This design comes from an exercise in tuning for small area on the open sky130 flow, not from production work. The RTL was checked by simulation tests, not by an equivalence proof against the original design. Power figures rest on the tool's default switching activity, not on a simulated workload. No driver is modelled on the clock port, so clocking that relies on it looks cheaper here than on a real chip.

## v19
==> flow/design.v <==
`timescale 1ns/1ps
module data_memory_responder #(
    parameter int BLOCK_ADDR_WIDTH = 6,
    parameter int LATENCY          = 5
) (
    input  logic         CLK,
    input  logic         RESET,
    input  logic         MEM_READ,
    input  logic         MEM_WRITE,
    input  logic [27:0]  MEM_ADDRESS,
    input  logic [127:0] MEM_WRITEDATA,
    output logic [127:0] MEM_READDATA,
    output logic         MEM_BUSYWAIT
);
    localparam int NR12 = 5;              
    localparam int NTAP = 2 * NR12 + 1;   
    logic [2:0]   st;
    logic         op_wr;
    logic [5:0]   addr_q;
    logic [3:0]   ph;       
    logic [127:0] buf_q;    
    logic [127:0] buf_d;
    logic [127:0] buf_n;    
    logic         idle;
    logic         request;
    logic [2:0]   st_n;
    logic [3:0]   ph_n;
    assign idle    = (st == 3'd0);
    assign request = MEM_READ | MEM_WRITE;
    assign buf_n   = ~buf_q;
    logic unused_addr_bits;
    assign unused_addr_bits = ^MEM_ADDRESS[27:6];
    assign MEM_BUSYWAIT = idle ? (request & RESET) : (st != 3'd6);
    always_comb begin
        if (idle)              st_n = request ? 3'd1 : 3'd0;
        else if (st == 3'd6)   st_n = 3'd0;
        else                   st_n = st + 3'd1;
        ph_n = (ph == 4'd11) ? 4'd0 : ph + 4'd1;
    end
    logic [3:0] swp;
    always_ff @(posedge CLK or negedge RESET) begin
        if (!RESET) begin
            st  <= 3'd0;
            ph  <= 4'd0;
            swp <= 4'd0;
        end else begin
            st  <= st_n;
            ph  <= ph_n;
            swp <= (swp == 4'd15) ? 4'd15 : swp + 4'd1;
        end
    end
    always_ff @(posedge CLK) begin
        if (idle) begin
            op_wr  <= MEM_WRITE;
            addr_q <= MEM_ADDRESS[5:0];
        end
    end
    function automatic logic [2:0] ring_of(input logic [5:0] a);
        logic [5:0] q;
        q = a / 6'd12;
        ring_of = q[2:0];
    endfunction
    function automatic logic [3:0] line_of(input logic [5:0] a);
        logic [5:0] m;
        m = a % 6'd12;
        line_of = m[3:0];
    endfunction
    function automatic logic [3:0] slot12(input logic [3:0] j, input logic [3:0] p);
        logic [4:0] s;
        s = {1'b0, j} + {1'b0, p};
        slot12 = (s >= 5'd12) ? 4'(s - 5'd12) : s[3:0];
    endfunction
    logic [5:0]      rd_addr;
    logic            rd_now;
    logic [2:0]      rd_ring;
    logic [3:0]      rd_line;
    logic [3:0]      rd_slot;
    logic [NTAP-1:0] rd_sel;
    logic [NTAP-1:0] tap_v;    
    logic [127:0]    tap_d [NTAP];
    assign rd_addr = idle ? MEM_ADDRESS[5:0] : addr_q;
    assign rd_now  = idle ? (MEM_READ & ~MEM_WRITE) : (~op_wr & (st != 3'd6));
    assign rd_ring = ring_of(rd_addr);
    assign rd_line = line_of(rd_addr);
    assign rd_slot = slot12(rd_line, ph);
    for (genvar r = 0; r < NR12; r++) begin : g_rsel
        assign rd_sel[2*r]   = rd_now & (rd_ring == 3'(r)) & (rd_slot == 4'd5);
        assign rd_sel[2*r+1] = rd_now & (rd_ring == 3'(r)) & (rd_slot == 4'd11);
    end
    assign rd_sel[NTAP-1] = rd_now & (rd_ring == 3'd5) & (rd_line[1:0] + ph[1:0] == 2'd0);
    for (genvar r = 0; r < NR12; r++) begin : g_tapv
        assign tap_v[2*r]   = (swp >= 4'd12) | ~ins[2*r+1];
        assign tap_v[2*r+1] = (swp >= 4'd6);
    end
    assign tap_v[NTAP-1] = (swp != 4'd0);
    localparam int NINS = 2 * NR12 + 1;
    logic [5:0]      addr_n;
    logic            wr_n;
    logic [2:0]      wr_ring_n;
    logic [3:0]      wr_line_n;
    logic [3:0]      wr_slot_n;
    logic [NINS-1:0] ins_n;
    logic [NINS-1:0] ins;      
    logic [NINS-1:0] ins_c;    
    logic            sweep12;  
    logic            sweep4;   
    logic [2:0]      prot_cnt;   
    logic [2:0]      prot_ring;  
    logic [NR12-1:0] prot;       
    assign addr_n    = idle ? MEM_ADDRESS[5:0] : addr_q;
    assign wr_n      = (idle ? MEM_WRITE : op_wr) & (st_n != 3'd0);
    assign wr_ring_n = ring_of(addr_n);
    assign wr_line_n = line_of(addr_n);
    assign wr_slot_n = slot12(wr_line_n, ph_n);
    for (genvar r = 0; r < NR12; r++) begin : g_wsel
        assign ins_n[2*r]   = wr_n & (wr_ring_n == 3'(r)) & (wr_slot_n == 4'd11);
        assign ins_n[2*r+1] = wr_n & (wr_ring_n == 3'(r)) & (wr_slot_n == 4'd5);
    end
    assign ins_n[NINS-1] = wr_n & (wr_ring_n == 3'd5) & (wr_line_n[1:0] + ph_n[1:0] == 2'd3);
    assign sweep12 = (swp <= 4'd10);
    assign sweep4  = (swp <= 4'd2);
    logic            prot_load;
    logic [2:0]      prot_load_ring;
    always_comb begin
        prot_load      = 1'b0;
        prot_load_ring = 3'd0;
        for (int r = 0; r < NR12; r++)
            if (ins_n[2*r]) begin
                prot_load      = (swp <= 4'd4);
                prot_load_ring = 3'(r);
            end
    end
    always_ff @(posedge CLK or negedge RESET) begin
        if (!RESET)         prot_cnt <= 3'd0;
        else if (prot_load) prot_cnt <= 3'd6;
        else if (prot_cnt != 3'd0) prot_cnt <= prot_cnt - 3'd1;
    end
    always_ff @(posedge CLK) if (prot_load) prot_ring <= prot_load_ring;
    for (genvar r = 0; r < NR12; r++) begin : g_prot
        assign prot[r] = (prot_cnt == 3'd1) & (prot_ring == 3'(r));
    end
    for (genvar r = 0; r < NR12; r++) begin : g_isel
        always_ff @(posedge CLK or negedge RESET) begin
            if (!RESET) begin
                ins[2*r]     <= 1'b0;
                ins_c[2*r]   <= 1'b1;
                ins[2*r+1]   <= 1'b1;
                ins_c[2*r+1] <= 1'b1;
            end else begin
                ins[2*r]     <= ins_n[2*r];
                ins_c[2*r]   <= ~ins_n[2*r];
                ins[2*r+1]   <= ins_n[2*r+1] | (sweep12 & ~prot[r]);
                ins_c[2*r+1] <= ~ins_n[2*r+1];
            end
        end
    end
    always_ff @(posedge CLK or negedge RESET) begin
        if (!RESET) begin
            ins[NINS-1]   <= 1'b0;
            ins_c[NINS-1] <= 1'b0;
        end else begin
            ins[NINS-1]   <= ins_n[NINS-1];
            ins_c[NINS-1] <= ~ins_n[NINS-1] & ~sweep4;
        end
    end
    for (genvar r = 0; r < NR12; r++) begin : g_ring
        logic [127:0] line_q [12];
        logic [127:0] ins_a;    
        logic [127:0] ins_b;    
        assign ins_a = ~((line_q[11] | {128{ins[2*r]}}) & (buf_q | {128{ins_c[2*r]}}));
        assign ins_b = ~((line_q[5]  | {128{ins[2*r+1]}}) & (buf_n | {128{ins_c[2*r+1]}}));
        always_ff @(posedge CLK) begin
            line_q[0] <= ins_a;
            line_q[6] <= ins_b;
            for (int p = 1; p < 12; p++)
                if (p != 6) line_q[p] <= line_q[p-1];
        end
        assign tap_d[2*r]   = ins_b;
        assign tap_d[2*r+1] = line_q[11];
    end
    begin : g_ring4
        logic [127:0] line_q [4];
        always_ff @(posedge CLK) begin
            line_q[0] <= (buf_q & {128{ins[NINS-1]}}) | (line_q[3] & {128{ins_c[NINS-1]}});
            for (int p = 1; p < 4; p++) line_q[p] <= line_q[p-1];
        end
        assign tap_d[NTAP-1] = line_q[0];
    end
    logic            buf_wr;     
    logic            buf_hold;   
    logic [NTAP-1:0] buf_tap;    
    assign buf_wr   = idle & MEM_WRITE;
    assign buf_hold = ~(buf_wr | (|rd_sel));
    assign buf_tap  = rd_sel & tap_v;
    logic [127:0] buf_g [4];
    for (genvar g = 0; g < 3; g++) begin : g_buf_grp
        dmr_aoi222 u_aoi (
            .a0 (tap_d[3*g]),   .s0 (buf_tap[3*g]),
            .a1 (tap_d[3*g+1]), .s1 (buf_tap[3*g+1]),
            .a2 (tap_d[3*g+2]), .s2 (buf_tap[3*g+2]),
            .y  (buf_g[g])
        );
    end
    dmr_aoi222 u_aoi_last (
        .a0 (tap_d[9]),      .s0 (buf_tap[9]),
        .a1 (tap_d[10]),     .s1 (buf_tap[10]),
        .a2 (MEM_WRITEDATA), .s2 (buf_wr),
        .y  (buf_g[3])
    );
    dmr_nand4_ao21 u_buf_d (
        .n0 (buf_g[0]), .n1 (buf_g[1]), .n2 (buf_g[2]), .n3 (buf_g[3]),
        .q  (buf_q),    .s  (buf_hold),
        .y  (buf_d)
    );
    always_ff @(posedge CLK) buf_q <= buf_d;
    logic rd_done, rd_done_c, rd_done_n;
    assign rd_done_n = ~op_wr & (st == 3'd4);
    always_ff @(posedge CLK or negedge RESET) begin
        if (!RESET) rd_done <= 1'b0;
        else        rd_done <= rd_done_n;
    end
    always_ff @(posedge CLK) rd_done_c <= ~rd_done_n;
    logic [127:0] rd_next;
    dmr_ao22 u_rd_next (
        .a0 (buf_d),        .s0 (rd_done),
        .a1 (MEM_READDATA), .s1 (rd_done_c),
        .y  (rd_next)
    );
    always_ff @(posedge CLK or negedge RESET) begin
        if (!RESET) MEM_READDATA <= '0;
        else        MEM_READDATA <= rd_next;
    end
endmodule
module dmr_aoi222 (
    input  logic [127:0] a0,
    input  logic         s0,
    input  logic [127:0] a1,
    input  logic         s1,
    input  logic [127:0] a2,
    input  logic         s2,
    output logic [127:0] y
);
    assign y = ~((a0 & {128{s0}}) | (a1 & {128{s1}}) | (a2 & {128{s2}}));
endmodule
module dmr_nand4_ao21 (
    input  logic [127:0] n0,
    input  logic [127:0] n1,
    input  logic [127:0] n2,
    input  logic [127:0] n3,
    input  logic [127:0] q,
    input  logic         s,
    output logic [127:0] y
);
    assign y = ~(n0 & n1 & n2 & n3) | (q & {128{s}});
endmodule
module dmr_ao22 (
    input  logic [127:0] a0,
    input  logic         s0,
    input  logic [127:0] a1,
    input  logic         s1,
    output logic [127:0] y
);
    assign y = (a0 & {128{s0}}) | (a1 & {128{s1}});
endmodule
Settings: LEC_CHECK=0, CAP_MARGIN=20, CORE_MARGIN=2, CORE_UTILIZATION=65, PLACE_DENSITY=0.75, SLEW_MARGIN=20, SYNTH_HIERARCHICAL=1, SYNTH_MINIMUM_KEEP_SIZE=0; clock period 10.0 ns.
standard.sh (not shown) runs the stock make flow with config.mk's settings and CLKGATE_MAP_FILE= SYNTH_SCRIPT=/design/flow/synth_recipe.tcl, a recipe that flattens the netlist after the stock synthesis.
==> flow/flow/run.sh <==
#!/bin/bash
# Layout flow: the standard ORFS flow, with the clock tree built from
# larger sink clusters and without dummy loads, and the ports buffered with
# the smallest buffer.
set -euo pipefail
export CTS_ARGS="-sink_clustering_enable -repair_clock_nets -dont_use_dummy_load -sink_clustering_size 36 -sink_clustering_max_diameter 50"
export BUFFER_PORTS_ARGS="-buffer_cell sky130_fd_sc_hd__buf_1"
bash standard.sh > standard_flow.log 2>&1
v19 closes out successfully: all stages finished, all timing, DRC and antenna checks passed.
diff inputs: v19 => v37
==> flow/flow/run.sh <==
#!/bin/bash
# Layout flow: the standard ORFS flow, with the clock tree built from
# larger sink clusters and without dummy loads, and the ports buffered with
# the smallest buffer.
set -euo pipefail
export CTS_ARGS="-sink_clustering_enable -repair_clock_nets -dont_use_dummy_load -sink_clustering_size 34 -sink_clustering_max_diameter 70 -tree_buf sky130_fd_sc_hd__clkbuf_8 -sink_clustering_buffer sky130_fd_sc_hd__clkbuf_16"
export BUFFER_PORTS_ARGS="-buffer_cell sky130_fd_sc_hd__buf_1"
bash standard.sh > standard_flow.log 2>&1
-- flow/config.mk --
<<< v19, line 9
export CORE_MARGIN = 2
export CORE_UTILIZATION = 65
export PLACE_DENSITY = 0.75
export SLEW_MARGIN = 20
>>> v37, line 9
export CORE_MARGIN = 2
export CORE_UTILIZATION = 68
export PLACE_DENSITY = 0.78
export SLEW_MARGIN = 20
==> comparison <==
For v19, the worst setup path endpoint was MEM_READDATA[108], unlike v37, where it was MEM_READDATA[17].
Diff v19 -> v37 | total wire length | decrease of 1.0%
v19 and v37 ended up with nearly the same area of placed instances.
Comparing v19 and v37, the higher cell count after placement was measured on v19.
Re clock latency on the worst-skew pair: v19 was higher than v37.
Re largest stage delay on the critical path: v19 and v37 aren't equal, and the higher value belongs to v19.
Across both runs, fmax was higher for v37 than for v19.
Compared with v19, v37 shows a lower final critical-path required period.
Summary of v37 over v19: met2 wirelength from detailed routing now smaller; critical path depth lower.
Relative to v37, the following input files were edited for v17:
-- flow/config.mk --
<<< v37, line 9
export CORE_MARGIN = 2
export CORE_UTILIZATION = 68
export PLACE_DENSITY = 0.78
export SLEW_MARGIN = 20
>>> v17, line 9
export CORE_MARGIN = 2
export CORE_UTILIZATION = 65
export PLACE_DENSITY = 0.75
export SLEW_MARGIN = 20
==> comparison <==
- On clock power, v17 tracks v37 almost exactly.
- Diff v37 -> v17: initial antenna violation count went up 4, clock skew went up 0.012 ns, delay of the slowest critical-path stage went up 0.02 ns.
Inputs modified between v17 and v11:
==> flow/flow/run.sh <==
#!/bin/bash
# Layout flow: the standard ORFS flow, with the clock tree built from
# larger sink clusters and without dummy loads, and the ports buffered with
# the smallest buffer.
set -euo pipefail
export CTS_ARGS="-sink_clustering_enable -repair_clock_nets -dont_use_dummy_load -sink_clustering_size 34 -sink_clustering_max_diameter 70 -buf_list sky130_fd_sc_hd__clkbuf_8 -tree_buf sky130_fd_sc_hd__clkbuf_8 -root_buf sky130_fd_sc_hd__clkbuf_16 -sink_clustering_buffer sky130_fd_sc_hd__clkbuf_16"
export BUFFER_PORTS_ARGS="-buffer_cell sky130_fd_sc_hd__buf_1"
bash standard.sh > standard_flow.log 2>&1
==> run notes <==
- Re clock period minus final worst setup slack: no difference whatsoever between v17 and v11.
- The area of combinational cells with multiple inputs was comparable across v11 and v17.
- Re x dimension of the die: no difference whatsoever between v17 and v11.
- Number of logic inverters in the finished layout: v17 vs v11, no meaningful difference
- Per the comparison of v11 with v17, layout-stage area growth over the synthesis result has remained practically unchanged, synthesized-area fraction occupied by and/or/nand/nor cells neither gained nor lost much, logic depth of the worst path, buffers included now sits at about the same level, data required time at the worst endpoint about even.
- Sum of routed wire length over all layers came out exactly the same in v11 and v17.
- Re worst path buffer plus inverter count: no difference whatsoever between v17 and v11.

[static timing again, ports no longer ideal]
In the flow no input, the clock included, has a driving cell. The finished layouts below were timed again as built, in two steps.
Step 1, drivers: a clkbuf_16 drives CLK and a buf_2 each remaining input, both assumed.
Step 2 adds t to the input delays and takes it off the output delays; t is the mean of the earliest and latest rising clock arrival at the registers after step 1. Input paths then give back, and output paths get back, about the clock's delay inside the block.
Three values: no drivers, after step 1, after step 2; two values: the first two.
| run | shift t [ns] | slack for setup (ns) | hold slack, ns | latest minus earliest clock arrival (ns) | worst data-port slew with drivers (ns) |
|---|---|---|---|---|---|
| v19 | 1.048 | 2.045 / 2.040 / 0.992 | 0.199 / 0.199 / 0.199 | 0.203 / 0.203 | 0.26 |
| v37 | 1.097 | 2.490 / 2.440 / 1.343 | 0.249 / 0.249 / 0.249 | 0.100 / 0.101 | 0.17 |
| v17 | 1.103 | 2.146 / 2.143 / 1.041 | 0.266 / 0.266 / 0.266 | 0.117 / 0.117 | 0.26 |
| v11 | 1.103 | 2.146 / 2.143 / 1.041 | 0.266 / 0.266 / 0.266 | 0.117 / 0.117 | 0.26 |
After both steps setup and hold are still met in every run listed. For v37, which loses most, drivers alone change the setup slack by -0.050 ns; drivers and shift together by -1.147 ns.
